Source: an optimization exercise on an open RTL-to-GDS flow (aim: small area). Production flows keep margins and buffers that such runs may drop.
Function was checked by simulation only, so behaviour that the tests miss may differ from the original.
Power and IR drop assume default switching activity.

===== design/flow/run.sh =====
#!/bin/bash
# synth_recipe.tcl (not shown) runs the flow's synth.tcl, then flattens the netlist and writes it again
# the make line also repeats each setting of config.mk as NAME=value (left out here)
make -C /OpenROAD-flow-scripts/flow DESIGN_CONFIG=/design/flow/config.mk WORK_HOME=/design/flow/orfs CLKGATE_MAP_FILE= SYNTH_SCRIPT=/design/flow/synth_recipe.tcl finish

===== design/flow/config.mk =====
export PLATFORM = sky130hd
export DESIGN_NAME = gshare_bht
export DESIGN_NICKNAME = gshare_bht
export VERILOG_FILES = /design/flow/design.v
export SDC_FILE = /design/flow/constraint.sdc
export NUM_CORES = 4
export LEC_CHECK = 0
export CAP_MARGIN = 20
export CORE_MARGIN = 2
export CORE_UTILIZATION = 35
export SLEW_MARGIN = 20

===== design/flow/constraint.sdc =====
create_clock -name core_clock -period 12.0 [get_ports {clk_i}]
set_input_delay 2.4000 -clock core_clock [delete_from_list [all_inputs] [get_ports {clk_i}]]
set_output_delay 2.4000 -clock core_clock [all_outputs]
set_load 0.01 [all_outputs]

===== design/flow/design.v =====
module gshare_bht #(
    parameter int unsigned NR_ENTRIES      = 1024,
    parameter int unsigned INSTR_PER_FETCH = 2,
    parameter int unsigned HIST_BITS       = 8,
    parameter int unsigned CTR_BITS        = 2,
    parameter int unsigned VLEN            = 64
) (
    input  logic                       clk_i,
    input  logic                       rst_ni,
    input  logic                       flush_i,
    input  logic                       debug_mode_i,
    input  logic [VLEN-1:0]            vpc_i,
    input  logic                       spec_valid_i,
    input  logic                       spec_taken_i,
    input  logic                       upd_valid_i,
    input  logic [VLEN-1:0]            upd_pc_i,
    input  logic                       upd_taken_i,
    input  logic                       upd_mispredict_i,
    input  logic [HIST_BITS-1:0]       upd_hist_i,
    output logic [INSTR_PER_FETCH-1:0] pred_valid_o,
    output logic [INSTR_PER_FETCH-1:0] pred_taken_o,
    output logic [HIST_BITS-1:0]       hist_o,
    output logic                       init_busy_o
);
    localparam int unsigned NR_ROWS = 512;
    logic                 state_q;    
    logic [8:0]           row_cnt_q;
    logic [7:0]           ghr_q;
    logic [4:0]           tbl_q [NR_ROWS];
    logic [8:0] pred_row, upd_row, wr_row;
    logic       upd_lane, upd_en, wr_en;
    logic [4:0] wr_code, upd_code;
    logic [3:0] pred_code;
    assign pred_row = vpc_i[10:2] ^ {1'b0, ghr_q};
    assign upd_row  = upd_pc_i[10:2] ^ {1'b0, upd_hist_i};
    assign upd_lane = upd_pc_i[1];
    assign upd_en   = upd_valid_i && !debug_mode_i && state_q;
    assign wr_en    = upd_en || !state_q;
    assign wr_row   = state_q ? upd_row : row_cnt_q;
    logic [7:0] wd0, wd1, wd2;
    logic [NR_ROWS-1:0] wsel;
    always_comb begin
        for (int i = 0; i < 8; i++) begin
            wd0[i] = (wr_row[2:0] == 3'(i)) && wr_en;
            wd1[i] = (wr_row[5:3] == 3'(i));
            wd2[i] = (wr_row[8:6] == 3'(i));
        end
        for (int r = 0; r < NR_ROWS; r++)
            wsel[r] = wd2[r/64] && wd1[(r/8)%8] && wd0[r%8];
    end
    always_comb begin
        upd_code = '0;
        for (int r = 0; r < NR_ROWS; r++)
            upd_code = upd_code | (tbl_q[r] & {5{wsel[r]}});
    end
    logic [15:0] pl;
    logic [31:0] ph;
    always_comb begin
        for (int i = 0; i < 16; i++) pl[i] = (pred_row[3:0] == 4'(i));
        for (int i = 0; i < 32; i++) ph[i] = (pred_row[8:4] == 5'(i));
    end
    always_comb begin
        logic [3:0] grp;
        pred_code = '0;
        for (int g = 0; g < 32; g++) begin
            grp = '0;
            for (int k = 0; k < 16; k++)
                grp = grp | (tbl_q[g*16+k][4:1] & {4{pl[k]}});
            pred_code = pred_code | (grp & {4{ph[g]}});
        end
    end
    logic       va, vb;
    logic [1:0] ca, cb, cn;
    always_comb begin
        va = 1'b0; vb = 1'b0; ca = 2'd2; cb = 2'd2;
        if (upd_code[4]) begin
            va = 1'b1; vb = 1'b1;
            ca = {upd_code[3], upd_code[1]};
            cb = {upd_code[2], upd_code[0]};
        end else if (upd_code[3]) begin
            va = 1'b1;
            ca = {upd_code[1], upd_code[0]};
        end else if (upd_code[2]) begin
            vb = 1'b1;
            cb = {upd_code[1], upd_code[0]};
        end
        if (upd_lane) cn = cb; else cn = ca;
        if (upd_taken_i) begin
            if (cn != 2'd3) cn = cn + 2'd1;
        end else begin
            if (cn != 2'd0) cn = cn - 2'd1;
        end
        if (upd_lane) begin vb = 1'b1; cb = cn; end
        else          begin va = 1'b1; ca = cn; end
        if (!state_q)        wr_code = 5'b00000;
        else if (va && vb)   wr_code = {1'b1, ca[1], cb[1], ca[0], cb[0]};
        else if (va)         wr_code = {3'b010, ca[1], ca[0]};
        else                 wr_code = {3'b001, cb[1], cb[0]};
    end
    always_ff @(posedge clk_i) begin
        for (int r = 0; r < NR_ROWS; r++)
            if (wsel[r]) tbl_q[r] <= wr_code;
    end
    always_ff @(posedge clk_i or negedge rst_ni) begin
        if (!rst_ni) begin
            state_q   <= 1'b0;
            row_cnt_q <= '0;
            ghr_q     <= '0;
        end else if (flush_i) begin
            state_q   <= 1'b0;
            row_cnt_q <= '0;
            ghr_q     <= '0;
        end else if (!state_q) begin
            row_cnt_q <= row_cnt_q + 9'd1;
            if (row_cnt_q == 9'd511) state_q <= 1'b1;
        end else if (!debug_mode_i) begin
            if (upd_valid_i && upd_mispredict_i) ghr_q <= {upd_hist_i[6:0], upd_taken_i};
            else if (spec_valid_i)               ghr_q <= {ghr_q[6:0], spec_taken_i};
        end
    end
    logic v0, t0, v1, t1;
    always_comb begin
        v0 = pred_code[3] | pred_code[2];
        t0 = pred_code[3] ? pred_code[2] : (pred_code[2] ? pred_code[0] : 1'b1);
        v1 = pred_code[3] | (!pred_code[2] & pred_code[1]);
        t1 = pred_code[3] ? pred_code[1] : ((!pred_code[2] & pred_code[1]) ? pred_code[0] : 1'b1);
    end
    assign init_busy_o  = !state_q;
    assign hist_o       = ghr_q;
    assign pred_valid_o = {v1 & state_q, v0 & state_q};
    assign pred_taken_o = {t1, t0};
endmodule

==> reports/qor.csv, run 1 <==
stage;metric;value;unit
run_status;status;aborted with a tool error;
run_status;lastStage;global routing;
run_status;stop_error;[ERROR GRT-0116] Global routing finished with congestion. Check the congestion regions in the DRC Viewer.;
clock_network;cts_buffer_depth;4;
global_routing;first_global_vias;139000;
die;num_rows;208;
die;ios;158;
die;initial_core_util;0.3512;
synthesis;ys_seq_area_frac;0.6872;
placement;dp_hpwl;989000;um
clock_network;postCtsSetupBuffers;0;
clock_network;cts_root_buf;clkbuf_16;
die;die_h;571.0;um
global_routing;grt_pass1_wl;1868000;um
clock_network;cts_hold_buffers;0;
synthesis;synth_fp_nets;8288;
global_routing;grt_max_degree;100;
synthesis;ys_ff_latch;2578;
placement;gp_congestion;1.430;
clock_network;cts_made_buffers;302;
synthesis;synthesis.area;112500;um^2
die;dieWidth;571.0;um
synthesis;avgSynthCellArea;13.82;um^2
synthesis;ys_warn_count;2;
synthesis;synth_cells;8141;
synthesis;synth_edf_count;2560;
synthesis;synth_cell_types;91;
synthesis;synth_flop_cell;edfxtp_1;
placement;port_buffers;48;
global_routing;grt_usage;0.8644;
global_routing;grt_overflow;6174;
placement;postPlaceCellArea;130900;um^2
clock_network;cts_resized;0;
clock_network;htree_levels;5;
synthesis;synthArstFlopShare;0.006982;
clock_network;cts.sinks;2578;
cell usage after synthesis (23+ instances only):
library cell,count,area share
a2111oi_0,57,0.0044
a211oi_1,23,0.0015
a21oi_1,132,0.0059
a221o_1,40,0.0036
a221oi_1,355,0.028
a22o_1,437,0.034
a22oi_1,845,0.056
a31oi_1,109,0.0061
a32o_1,65,0.0058
a32oi_1,78,0.0061
and3_1,152,0.0085
buf_1,163,0.0054
buf_2,101,0.0045
clkbuf_1,306,0.010
edfxtp_1,2560,0.68
mux2i_1,122,0.011
nand2_1,354,0.012
nand3_1,429,0.019
nand4_1,328,0.018
nor2_1,691,0.023
nor3_1,129,0.0057
nor4_1,145,0.0081
o21ai_0,38,0.0017
o22ai_1,101,0.0056
or4_1,36,0.0024
through the flow:
step	utilization	worst slack, ns	hold WS (ns)	std cells
after CTS	0.4392	1.159	0.6466	13860
after detailed placement	0.4087	0.8050	0.6352	13320
after global placement	0.4077	0.6104	0.5999	13310
after floorplan	-	-9.813	0.5531	8141
worst min-delay path by stage:
stage | from | depth (start not counted) | to
after detailed placement | row_cnt_q[7]$_DFFE_PN0P_ | 2 | row_cnt_q[7]$_DFFE_PN0P_
after CTS | row_cnt_q[7]$_DFFE_PN0P_ | 2 | row_cnt_q[7]$_DFFE_PN0P_
after global placement | row_cnt_q[1]$_DFFE_PN0P_ | 2 | row_cnt_q[1]$_DFFE_PN0P_
after floorplan | row_cnt_q[1]$_DFFE_PN0P_ | 2 | row_cnt_q[1]$_DFFE_PN0P_
power groups by stage:
| stage | clock [mW] | combinational [mW] | sequential [mW] |
|---|---|---|---|
| 4_1_cts | 9.52 | 1.18 | 9.76 |
| 3_5_place_dp | 0 | 1.18 | 9.95 |
| 3_3_place_gp | 0 | 1.18 | 9.95 |
| 2_1_floorplan | 0 | 0.392 | 9.95 |
logic make-up after synthesis:
group / after synthesis / synth area share
buf+inv: 612 / 0.02321
flops: 2578 / 0.6872
simple gates: 2346 / 0.1032
fa+ha+maj: 4 / 0.0004003
compound gates: 2431 / 0.1706
mux: 139 / 0.01280
xor+xnor: 31 / 0.002547
metal layers:
| metal | track usage | GRT overflow |
|---|---|---|
| met4 | 0.8046 | 1747 |
| met3 | 0.7915 | 177 |
| met5 | 0.6060 | 21 |
| met1 | 0.8714 | 176 |
| met2 | 0.9653 | 4053 |
==> run 2: changes to the inputs <==
--- a/design/flow/design.v
+++ b/design/flow/design.v
@@ -37,38 +37,8 @@
     assign upd_en   = upd_valid_i && !debug_mode_i && state_q;
     assign wr_en    = upd_en || !state_q;
     assign wr_row   = state_q ? upd_row : row_cnt_q;
-    logic [7:0] wd0, wd1, wd2;
-    logic [NR_ROWS-1:0] wsel;
-    always_comb begin
-        for (int i = 0; i < 8; i++) begin
-            wd0[i] = (wr_row[2:0] == 3'(i)) && wr_en;
-            wd1[i] = (wr_row[5:3] == 3'(i));
-            wd2[i] = (wr_row[8:6] == 3'(i));
-        end
-        for (int r = 0; r < NR_ROWS; r++)
-            wsel[r] = wd2[r/64] && wd1[(r/8)%8] && wd0[r%8];
-    end
-    always_comb begin
-        upd_code = '0;
-        for (int r = 0; r < NR_ROWS; r++)
-            upd_code = upd_code | (tbl_q[r] & {5{wsel[r]}});
-    end
-    logic [15:0] pl;
-    logic [31:0] ph;
-    always_comb begin
-        for (int i = 0; i < 16; i++) pl[i] = (pred_row[3:0] == 4'(i));
-        for (int i = 0; i < 32; i++) ph[i] = (pred_row[8:4] == 5'(i));
-    end
-    always_comb begin
-        logic [3:0] grp;
-        pred_code = '0;
-        for (int g = 0; g < 32; g++) begin
-            grp = '0;
-            for (int k = 0; k < 16; k++)
-                grp = grp | (tbl_q[g*16+k][4:1] & {4{pl[k]}});
-            pred_code = pred_code | (grp & {4{ph[g]}});
-        end
-    end
+    assign upd_code  = tbl_q[upd_row];
+    assign pred_code = tbl_q[pred_row][4:1];
     logic       va, vb;
     logic [1:0] ca, cb, cn;
     always_comb begin
@@ -98,8 +68,7 @@
         else                 wr_code = {3'b001, cb[1], cb[0]};
     end
     always_ff @(posedge clk_i) begin
-        for (int r = 0; r < NR_ROWS; r++)
-            if (wsel[r]) tbl_q[r] <= wr_code;
+        if (wr_en) tbl_q[wr_row] <= wr_code;
     end
     always_ff @(posedge clk_i or negedge rst_ni) begin
         if (!rst_ni) begin
--- a/design/flow/config.mk
+++ b/design/flow/config.mk
@@ -7,5 +7,8 @@
 export LEC_CHECK = 0
 export CAP_MARGIN = 20
 export CORE_MARGIN = 2
-export CORE_UTILIZATION = 35
+export CORE_UTILIZATION = 55
+export CTS_BUF_LIST = sky130_fd_sc_hd__clkbuf_16
+export CTS_CLUSTER_DIAMETER = 100
+export CTS_CLUSTER_SIZE = 24
 export SLEW_MARGIN = 20
==> reports/qor.csv, run 2 <==
stage;metric;value;unit;change
clock_network;cts.sinks;2578;;unchanged
global_routing;grt_usage;0.3519;;
timing;fmax;0.09100;GHz;
synthesis;synth_top_area_frac;0.6533;;was 0.6832
die;num_rows;169;;was 208
timing;worst_pin_slew;1.309;ns;
pwr;power_switching;4.261;mW;
route;drcViolationCount;0;;
synthesis;synth_cells;6170;;was 8141
die;fp.dieArea;217700;um^2;
die;dieWidth;466.5;um;was 571.0 um
timing;drv_slew;0;;
synthesis;ys_seq_area_frac;0.6571;;was 0.6872
global_routing;antenna_found_initial;35;;
global_routing;grt_pass1_wl;527300;um;
clock_network;cts_made_buffers;120;;was 302
setup_path;r2r_slack;6.54;ns;
clock_network;cts_root_buf;clkbuf_16;;unchanged
global_routing;first_global_vias;65740;;
setup_path;endpoint_kind;output port;;
setup_path;startpoint;vpc_i[2];;
synthesis;ys_top_cells_by_count;edfxtp_1 (2560), mux4_2 (1276), nor2_1 (614), nand2_1 (429), clkbuf_1 (245);;was edfxtp_1 (2560), a22oi_1 (845), nor2_1 (691), a22o_1 (437), nand3_1 (429)
synthesis;synth_fp_nets;6317;;was 8288
timing;slew_headroom;0.1243;;
timing;holdWs;0.6013;ns;
route;post_drt_wl_per_cell;42.46;um;
setup_path;crit_type;primary input to output port;;
clock_network;postCtsSetupBuffers;0;;unchanged
clock_network;clk_latency;0.84;ns;
pwr;power_frac_comb;0.136;;
synthesis;synthesis.area;117700;um^2;was 112500 um^2
final_layout;final_cell_mix;edfxtp_1 (2560), mux4_2 (1276), nor2_1 (596);;
die;core_area;212300;um^2;
setup_path;worstPathMaxFanout;37;;
route;vias;66980;;
final_layout;synthToLayoutAreaGrowth;7.129;%;
route;drt_wl_total;380000;um;
pwr;seqPwrFrac;0.581;;
final_layout;top_register;tbl_q;;
placement;postPlaceCellArea;122600;um^2;was 130900 um^2
pwr;intPower;12.50;mW;
synthesis;synth_edf_count;2560;;unchanged
run_status;status;complete, no violations;;was aborted with a tool error
die;initial_core_util;0.5543;;was 0.3512
setup_path;reg2regPathDepth;11;;
final_layout;nets;6216;;
placement;gp_congestion;0.9026;;was 1.430
die;die_h;466.5;um;was 571.0 um
route;first_iter_violations;10150;;
min_path;hold_path.class;flip-flop to flip-flop;;
placement;port_buffers;48;;unchanged
pwr;p_leak;39.40;nW;
clock_network;htree_levels;3;;was 5
timing;finalCritPeriodShare;0.9158;;
synthesis;ys_ff_latch;2578;;unchanged
setup_path;arrival;8.59;ns;
synthesis;synth.area.top_cells;edfxtp_1 (65%), mux4_2 (24%), nor2_1 (2.0%);;was edfxtp_1 (68%), a22oi_1 (5.6%), a22o_1 (3.4%)
clock_network;cts_buffer_depth;3;;was 4
clock_network;clk_pin_slew;0.10;ns;
route;ant_nets;0;;
clock_network;cts_resized;0;;unchanged
route;via_per_inst;7.484;;
pwr;p_sw_frac;0.2543;;
final_layout;drive_above_1_share;0.2797;;
global_routing;grt_overflow;0;;
pwr;peakVddDrop;128.5;uV;
setup_path;r2r_end;tbl_q[14][0]$_DFFE_PP_;;
setup_path;cp_data_required_time;9.60;ns;
synthesis;ys_warn_count;1;;was 2
job;max_cap_viol_count;0;;
synthesis;synthArstFlopShare;0.006982;;unchanged
final_layout;final_common_cell;edfxtp_1;;
timing;finalCriticalPeriod;10.99;ns;
synthesis;synth_flop_cell;edfxtp_1;;unchanged
global_routing;grt_max_degree;181;;
pwr;p_per_area;132.9;nW/um^2;
setup_path;r2r-start;tbl_q[149][4]$_DFFE_PP_;;
synthesis;yosysTopAreaCell;edfxtp_1;;unchanged
setup_path;endpoint;pred_valid_o[1];;
route;firstDrtPassIters;6;;
final_layout;top_regs;tbl_q: 2560 flops, row_cnt_q: 9 flops, ghr_q: 8 flops;;
clock_network;cts_hold_buffers;0;;unchanged
timing;fin_worst_skew;0.03435;ns;
final_layout;largest_reg_flops;2560;;
final_layout;final_cell_area;126100;um^2;
timing;setup_violations;0;;
placement;dp_hpwl;244000;um;was 989000 um
synthesis;avgSynthCellArea;19.07;um^2;was 13.82 um^2
pwr;pwr-share-clk;0.282;;
synthesis;synth_cell_types;71;;was 91
synthesis;yosysMostFrequentCell;edfxtp_1;;unchanged
timing;rsz0062_at_grt;no;;
clock_network;tritoncts;yes;;
die;ios;158;;unchanged
setup_path;startpoint_type;primary input;;
pwr;p_total;16.76;mW;
timing;hold_viol_final;0;;
run 2: kinds of logic (layout without fill, tap and decap cells):
group | Yosys count | after routing | share of synthesized area
AO/OA/AOI/OAI | 405 | 405 | 0.02356
buffers and inverters | 484 | 427 | 0.01830
flip-flops | 2578 | 2578 | 0.6571
AND/OR/NAND/NOR | 1284 | 1284 | 0.04469
adder cells (fa/ha/maj) | 3 | 3 | 0.0002977
XOR/XNOR | 30 | 30 | 0.002361
multiplexers | 1386 | 1386 | 0.2536
other | 0 | 16 | 0
run 2: per-stage QoR:
| stage | setup WS (ns) | util | TNS (ns) | instances |
|---|---|---|---|---|
| after floorplan | -2.820 | - | -4707.82 | 6170 |
| after detailed placement | 1.213 | 0.5777 | 0 | 8768 |
| after CTS | 1.210 | 0.5935 | 0 | 8934 |
| after global routing | 0.9765 | 0.5936 | 0 | 8937 |
| after global placement | 0.8140 | 0.5776 | 0 | 8768 |
| final | 1.011 | 0.5938 | 0 | 8950 |
run 2: power groups by stage:
stage	registers [mW]	logic, mW	clock network (mW)
floorplan	9.95	1.35	0
global placement	9.95	2.25	0
detailed placement	9.95	2.25	0
CTS	9.74	2.25	4.76
global route	9.74	2.33	5.05
finish	9.74	2.28	4.73
run 2: worst min path at each step:
stage | cells past startpoint | to | startpoint
5_1_grt | 2 | row_cnt_q[7]$_DFFE_PN0P_ | row_cnt_q[7]$_DFFE_PN0P_
6_report | 2 | row_cnt_q[7]$_DFFE_PN0P_ | row_cnt_q[7]$_DFFE_PN0P_
3_5_place_dp | 2 | row_cnt_q[7]$_DFFE_PN0P_ | row_cnt_q[7]$_DFFE_PN0P_
3_3_place_gp | 2 | row_cnt_q[7]$_DFFE_PN0P_ | row_cnt_q[7]$_DFFE_PN0P_
4_1_cts | 2 | row_cnt_q[7]$_DFFE_PN0P_ | row_cnt_q[7]$_DFFE_PN0P_
2_1_floorplan | 2 | row_cnt_q[7]$_DFFE_PN0P_ | row_cnt_q[7]$_DFFE_PN0P_
run 2: routing by layer:
layer	track usage	wire, um
met5	0	184
met4	0.1323	16170
met3	0.08061	41050
met2	0.5377	177900
met1	0.5018	144700
run 2: critical path, cell delays in order:
cell and delay (ns):
clkdlybuf4s50_1 0.67, xor2_4 0.57, buf_4 0.31, buf_12 0.28
mux4_2 0.61, mux4_2 0.56, mux4_2 0.62, mux4_2 0.52
mux2i_1 0.29, nand2b_1 0.12, a21oi_1 0.73, buf_4 0.23
clkdlybuf4s50_1 0.53
run 2: cell type report:
class                      count  area (um^2)
fill                       15560        86240
clock buffer                 123         3078
tap                         2821         3530
clock inverter                43        282.8
inverter                       2        7.507
multi-input combinational   3108        38870
antenna                       16        40.04
timing repair buffer         259         2923
sequential                  2578        77320
==> run 3: changes to the inputs <==
--- a/design/flow/design.v
+++ b/design/flow/design.v
@@ -37,8 +37,46 @@
     assign upd_en   = upd_valid_i && !debug_mode_i && state_q;
     assign wr_en    = upd_en || !state_q;
     assign wr_row   = state_q ? upd_row : row_cnt_q;
-    assign upd_code  = tbl_q[upd_row];
-    assign pred_code = tbl_q[pred_row][4:1];
+    logic [15:0] wlo_n;
+    logic [31:0] whi_n;
+    logic [NR_ROWS-1:0] wsel;
+    always_comb begin
+        for (int i = 0; i < 16; i++) wlo_n[i] = !((wr_row[3:0] == 4'(i)) && wr_en);
+        for (int i = 0; i < 32; i++) whi_n[i] = !(wr_row[8:4] == 5'(i));
+    end
+    for (genvar r = 0; r < NR_ROWS; r++) begin : g_wsel
+        gshare_bht_nor2 u_sel (.a_i(whi_n[r/16]), .b_i(wlo_n[r%16]), .y_o(wsel[r]));
+    end
+    logic [15:0] plo;
+    logic [31:0] phi;
+    always_comb begin
+        for (int i = 0; i < 16; i++) plo[i] = (pred_row[3:0] == 4'(i));
+        for (int i = 0; i < 32; i++) phi[i] = (pred_row[8:4] == 5'(i));
+    end
+    logic [1:0] upd_grp  [32][5];
+    logic [1:0] pred_grp [32][4];
+    for (genvar g = 0; g < 32; g++) begin : g_grp
+        for (genvar b = 0; b < 5; b++) begin : g_ub
+            logic [15:0] d;
+            for (genvar k = 0; k < 16; k++) begin : g_k
+                assign d[k] = tbl_q[g*16+k][b];
+            end
+            gshare_bht_ao16 u_upd (.d_i(d), .s_i(wsel[g*16 +: 16]), .y_o(upd_grp[g][b]));
+            if (b > 0) begin : g_pb
+                gshare_bht_ao16 u_pred (.d_i(d), .s_i(plo), .y_o(pred_grp[g][b-1]));
+            end
+        end
+    end
+    always_comb begin
+        upd_code  = '0;
+        pred_code = '0;
+        for (int g = 0; g < 32; g++) begin
+            for (int b = 0; b < 5; b++)
+                upd_code[b] = upd_code[b] | upd_grp[g][b][0] | upd_grp[g][b][1];
+            for (int b = 0; b < 4; b++)
+                pred_code[b] = pred_code[b] | ((pred_grp[g][b][0] | pred_grp[g][b][1]) & phi[g]);
+        end
+    end
     logic       va, vb;
     logic [1:0] ca, cb, cn;
     always_comb begin
@@ -68,7 +106,8 @@
         else                 wr_code = {3'b001, cb[1], cb[0]};
     end
     always_ff @(posedge clk_i) begin
-        if (wr_en) tbl_q[wr_row] <= wr_code;
+        for (int r = 0; r < NR_ROWS; r++)
+            if (wsel[r]) tbl_q[r] <= wr_code;
     end
     always_ff @(posedge clk_i or negedge rst_ni) begin
         if (!rst_ni) begin
@@ -99,3 +138,43 @@
     assign pred_valid_o = {v1 & state_q, v0 & state_q};
     assign pred_taken_o = {t1, t0};
 endmodule
+module gshare_bht_ao16 (
+    input  logic [15:0] d_i,
+    input  logic [15:0] s_i,
+    output logic [1:0]  y_o
+);
+    logic [5:0] n;
+    for (genvar i = 0; i < 5; i++) begin : g_ao
+        gshare_bht_ao222n u_ao (.d_i(d_i[3*i +: 3]), .s_i(s_i[3*i +: 3]), .y_o(n[i]));
+    end
+    gshare_bht_nand2 u_n15 (.a_i(d_i[15]), .b_i(s_i[15]), .y_o(n[5]));
+    gshare_bht_nand4 u_y0 (.a_i(n[3:0]), .y_o(y_o[0]));
+    gshare_bht_nand2 u_y1 (.a_i(n[4]), .b_i(n[5]), .y_o(y_o[1]));
+endmodule
+module gshare_bht_ao222n (
+    input  logic [2:0] d_i,
+    input  logic [2:0] s_i,
+    output logic       y_o
+);
+    assign y_o = !(|(d_i & s_i));
+endmodule
+module gshare_bht_nand2 (
+    input  logic a_i,
+    input  logic b_i,
+    output logic y_o
+);
+    assign y_o = !(a_i & b_i);
+endmodule
+module gshare_bht_nor2 (
+    input  logic a_i,
+    input  logic b_i,
+    output logic y_o
+);
+    assign y_o = !(a_i | b_i);
+endmodule
+module gshare_bht_nand4 (
+    input  logic [3:0] a_i,
+    output logic       y_o
+);
+    assign y_o = !(&a_i);
+endmodule
--- a/design/flow/config.mk
+++ b/design/flow/config.mk
@@ -12,3 +12,4 @@
 export CTS_CLUSTER_DIAMETER = 100
 export CTS_CLUSTER_SIZE = 24
 export SLEW_MARGIN = 20
+export SYNTH_HIERARCHICAL = 1
==> reports/qor.csv, run 3 <==
stage;metric;value;unit;change
die;num_rows;157;;was 169
final_layout;nets;6568;;was 6216
timing;setup_violations;0;;unchanged
pwr;p_per_area;134.1;nW/um^2;was 132.9 nW/um^2
clock_network;postCtsSetupBuffers;0;;unchanged
synthesis;ys_top_cells_by_count;edfxtp_1 (2560), a222oi_1 (1440), nor2_1 (681), nand2_1 (653), nand4_1 (324);;was edfxtp_1 (2560), mux4_2 (1276), nor2_1 (614), nand2_1 (429), clkbuf_1 (245)
final_layout;top_register;tbl_q;;unchanged
timing;rsz0062_at_grt;no;;unchanged
route;first_iter_violations;15770;;was 10.15k
synthesis;yosysTopAreaCell;edfxtp_1;;unchanged
final_layout;instances_no_fill;8909;;was 8950
placement;dp_hpwl;211600;um;was 244000 um
final_layout;largest_reg_flops;2560;;unchanged
synthesis;synth_cells;6081;;was 6170
synthesis;yosysMostFrequentCell;edfxtp_1;;unchanged
placement;postPlaceCellArea;107200;um^2;was 122600 um^2
timing;fin_worst_skew;0.02641;ns;was 0.03435 ns
global_routing;grt_max_degree;247;;was 181
global_routing;first_global_vias;65210;;was 65.74k
synthesis;ys_ff_latch;2578;;unchanged
min_path;hold_path.class;flip-flop to flip-flop;;unchanged
synthesis;ys_warn_count;11;;was 1
placement;place_inst;8765;;was 8768
setup_path;reg2regPathDepth;17;;was 11
synthesis;synth_flop_cell;edfxtp_1;;unchanged
job;max_cap_viol_count;0;;unchanged
final_layout;synthToLayoutAreaGrowth;8.880;%;was 7.129%
timing;hold_viol_final;0;;unchanged
clock_network;clk_pin_slew;0.11;ns;was 0.10 ns
clock_network;htree_levels;3;;unchanged
route;drcViolationCount;0;;unchanged
die;ios;158;;unchanged
clock_network;cts_made_buffers;117;;was 120
route;ant_nets;0;;unchanged
setup_path;r2r_end;tbl_q[64][1]$_DFFE_PP_;;was tbl_q[14][0]$_DFFE_PP_
die;initial_core_util;0.5532;;was 0.5543
setup_path;cp_data_required_time;9.60;ns;about the same
die;dieWidth;433.1;um;was 466.5 um
setup_path;arrival;8.50;ns;was 8.59 ns
synthesis;synth_cell_types;51;;was 71
die;core_area;183100;um^2;was 212300 um^2
final_layout;n_fill_cell;13810;;was 15.56k
pwr;p_total;14.79;mW;was 16.76 mW
run_status;status;complete, no violations;;unchanged
route;drt_wl_total;332300;um;was 380000 um
global_routing;grt_usage;0.3477;;was 0.3519
synthesis;synthesis.area;101300;um^2;was 117700 um^2
clock_network;cts.sinks;2578;;unchanged
min_path;min_path_cells;2;;unchanged
setup_path;worstPathMaxFanout;20;;was 37
setup_path;r2r-start;state_q$_DFF_PN0_;;was tbl_q[149][4]$_DFFE_PP_
route;firstDrtPassIters;15;;was 6
placement;gp_congestion;0.9611;;was 0.9026
clock_network;cts_root_buf;clkbuf_16;;unchanged
clock_network;clk_latency;0.81;ns;was 0.84 ns
route;vias;69000;;was 66.98k
timing;finalCriticalPeriod;10.90;ns;was 10.99 ns
setup_path;crit_type;primary input to output port;;unchanged
timing;fmax;0.09177;GHz;was 0.09100 GHz
min_path;hold_start;row_cnt_q[0]$_DFFE_PN0P_;;was row_cnt_q[7]$_DFFE_PN0P_
min_path;min_to;row_cnt_q[0]$_DFFE_PN0P_;;was row_cnt_q[7]$_DFFE_PN0P_
route;via_per_inst;7.745;;was 7.484
synthesis;ys_seq_area_frac;0.7635;;was 0.6571
pwr;p_leak;34.55;nW;was 39.40 nW
route;post_drt_wl_per_cell;37.30;um;was 42.46 um
global_routing;grt_overflow;0;;unchanged
setup_path;endpoint_kind;output port;;unchanged
global_routing;grt_pass1_wl;470600;um;was 527300 um
timing;tns;0;ns;unchanged
pwr;peakVddDrop;145.8;uV;was 128.5 uV
final_layout;final_cell_area;110300;um^2;was 126100 um^2
timing;finalCritPeriodShare;0.9081;;was 0.9158
final_layout;top_regs;tbl_q: 2560 flops, row_cnt_q: 9 flops, ghr_q: 8 flops;;unchanged
synthesis;synth_top_area_frac;0.7590;;was 0.6533
synthesis;synth_edf_count;2560;;unchanged
setup_path;cpPeakStageDelay;0.84;ns;was 0.73 ns
synthesis;synthArstFlopShare;0.006982;;unchanged
placement;place_worst_setup_slack;1.512;ns;was 1.213 ns
die;die_h;433.1;um;was 466.5 um
global_routing;antenna_found_initial;14;;was 35
setup_path;crit_slowest_cell;nor4_1;;was a21oi_1
setup_path;r2r_slack;3.32;ns;was 6.54 ns
clock_network;cts_hold_buffers;0;;unchanged
synthesis;synth.area.top_cells;edfxtp_1 (76%), a222oi_1 (14%), nor2_1 (2.5%);;was edfxtp_1 (65%), mux4_2 (24%), nor2_1 (2.0%)
synthesis;avgSynthCellArea;16.66;um^2;was 19.07 um^2
clock_network;cts_resized;0;;unchanged
placement;port_buffers;48;;unchanged
timing;slew_headroom;0.1303;;was 0.1243
die;fp.dieArea;187600;um^2;was 217700 um^2
timing;fin_ws;1.103;ns;was 1.011 ns
synthesis;synth_fp_nets;6228;;was 6317
final_layout;drive_above_1_share;0.06433;;was 0.2797
setup_path;crit_chain;clkdlybuf4s50_1 -> xor2_1 -> nand2_1 -> nor2_4 -> buf_4 -> a222oi_1 -> nand4_1 -> nor2_1 -> nor3_1 -> nor4_1 -> nand4_1 -> nor4_1 -> nand2b_1 -> a21oi_1 -> clkdlybuf4s50_1;;was clkdlybuf4s50_1 -> xor2_4 -> buf_4 -> buf_12 -> mux4_2 -> mux4_2 -> mux4_2 -> mux4_2 -> mux2i_1 -> nand2b_1 -> a21oi_1 -> buf_4 -> clkdlybuf4s50_1
setup_path;startpoint_type;primary input;;unchanged
clock_network;tritoncts;yes;;unchanged
final_layout;final_common_cell;edfxtp_1;;unchanged
timing;worst_pin_slew;1.293;ns;was 1.309 ns
timing;drv_slew;0;;unchanged
clock_network;cts_buffer_depth;3;;unchanged
final_layout;final_cell_mix;edfxtp_1 (2560), a222oi_1 (1440), nor2_1 (655);;was edfxtp_1 (2560), mux4_2 (1276), nor2_1 (596)
## run 3: cell types whose count changed after synthesis, sizes merged, moves of 218 or more
cell	change
a222oi	+1440
nand2	+224
clkbuf	-234
mux4	-1276
buf	-218
nand4	+279
## run 3: layer usage
layer  track usage  wire length (um)  vias up
met2        0.5300            151500     4671
met4        0.1666             18090        8
met1        0.4843            124300    35130
met5             0                55        -
li1              -                 -    28560
met3       0.06913             38310      632
## run 3: worst max-delay path, delay by kind of cell
family          cells  cell delay (ns)
compound gates      2             0.99
simple gates        9             3.41
xor+xnor            1             0.18
buf+inv             3             1.46
## run 3: layout make-up
type                       count  area (um^2)  share of cell area
sequential                  2578        77320              0.7012
clock buffer                 119         2978             0.02700
tap                         2464         3083             0.02796
antenna                        9        22.52           0.0002042
inverter                       3        11.26           0.0001021
clock inverter                15        71.32           0.0006467
timing repair buffer         251         2562             0.02324
multi-input combinational   3470        24220              0.2196
## run 3: worst max path at each step
stage | start | depth (start not counted) | slack (ns) | to
after global placement | vpc_i[2] | 16 | 1.56 | pred_valid_o[1]
after detailed placement | vpc_i[2] | 16 | 1.51 | pred_valid_o[1]
after CTS | vpc_i[2] | 16 | 1.51 | pred_valid_o[1]
final | vpc_i[3] | 15 | 1.10 | pred_valid_o[1]
after global routing | vpc_i[3] | 15 | 1.21 | pred_valid_o[1]
after floorplan | upd_hist_i[0] | 15 | -3.34 | tbl_q[0][2]$_DFFE_PP_
## run 3: per-stage QoR
| step | utilization | hold WS [ns] |
|---|---|---|
| finish | 0.6023 | 0.5916 |
| global route | 0.6022 | 0.6246 |
| CTS | 0.6019 | 0.5864 |
| detailed placement | 0.5853 | 0.5663 |
| global placement | 0.5852 | 0.5521 |
| floorplan | - | 0.5271 |
## run 3: modules after synthesis (local to each module, per instance), excerpt
module | cells inside | area (um^2) | copies in the design
gshare_bht_nor2 | 1 | 3.754 | 512
gshare_bht_nand4 | 1 | 6.256 | 288
gshare_bht | 3265 | 80980 | 1
gshare_bht_nand2 | 1 | 3.754 | 576
gshare_bht_ao222n | 1 | 10.01 | 1440
## run 3: cells by family after synthesis
kind of cell,after synthesis,share of synthesized area
compound gates,1546,0.1487
mux,5,0.0005189
buf+inv,33,0.001482
flops,2578,0.7635
simple gates,1886,0.08285
fa+ha+maj,4,0.0004571
xor+xnor,29,0.002508
## run 3: where the power goes
group / leakage [nW] / internal, mW / switching (mW)
logic: 8.84 / 0.156 / 0.441
registers: 24.2 / 9.74 / 0.00356
clock network: 1.54 / 1.77 / 2.67

==> re-timing with driven ports <==
How much do the figures lean on ideal ports? The routed layouts below were timed once more, with nothing changed but the port constraints. Step 1 sets driving cells, clkbuf_16 on the clock port and buf_2 on the other inputs (assumed; they add their load-dependent delay and slew). Step 2 times the ports against the registers' clock, not the clock port: input delays grow and output delays shrink by t, the midpoint of the rising clock arrivals with the driver on. a / b / c = no drivers / after step 1 / after step 2; a / b = the first two.
| run | t (ns) | setup slack, ns | worst setup path at the end | clock arrival spread, ns |
|---|---|---|---|---|
| run 2 | 0.924 | 1.011 / 0.976 / 0.976 | input to output | 0.034 / 0.034 |
| run 3 | 0.885 | 1.103 / 1.066 / 1.066 | input to output | 0.027 / 0.027 |
After both steps setup and hold are still met in every run listed. For run 3, which loses most, drivers alone change the setup slack by -0.037 ns; drivers and shift together by -0.037 ns.
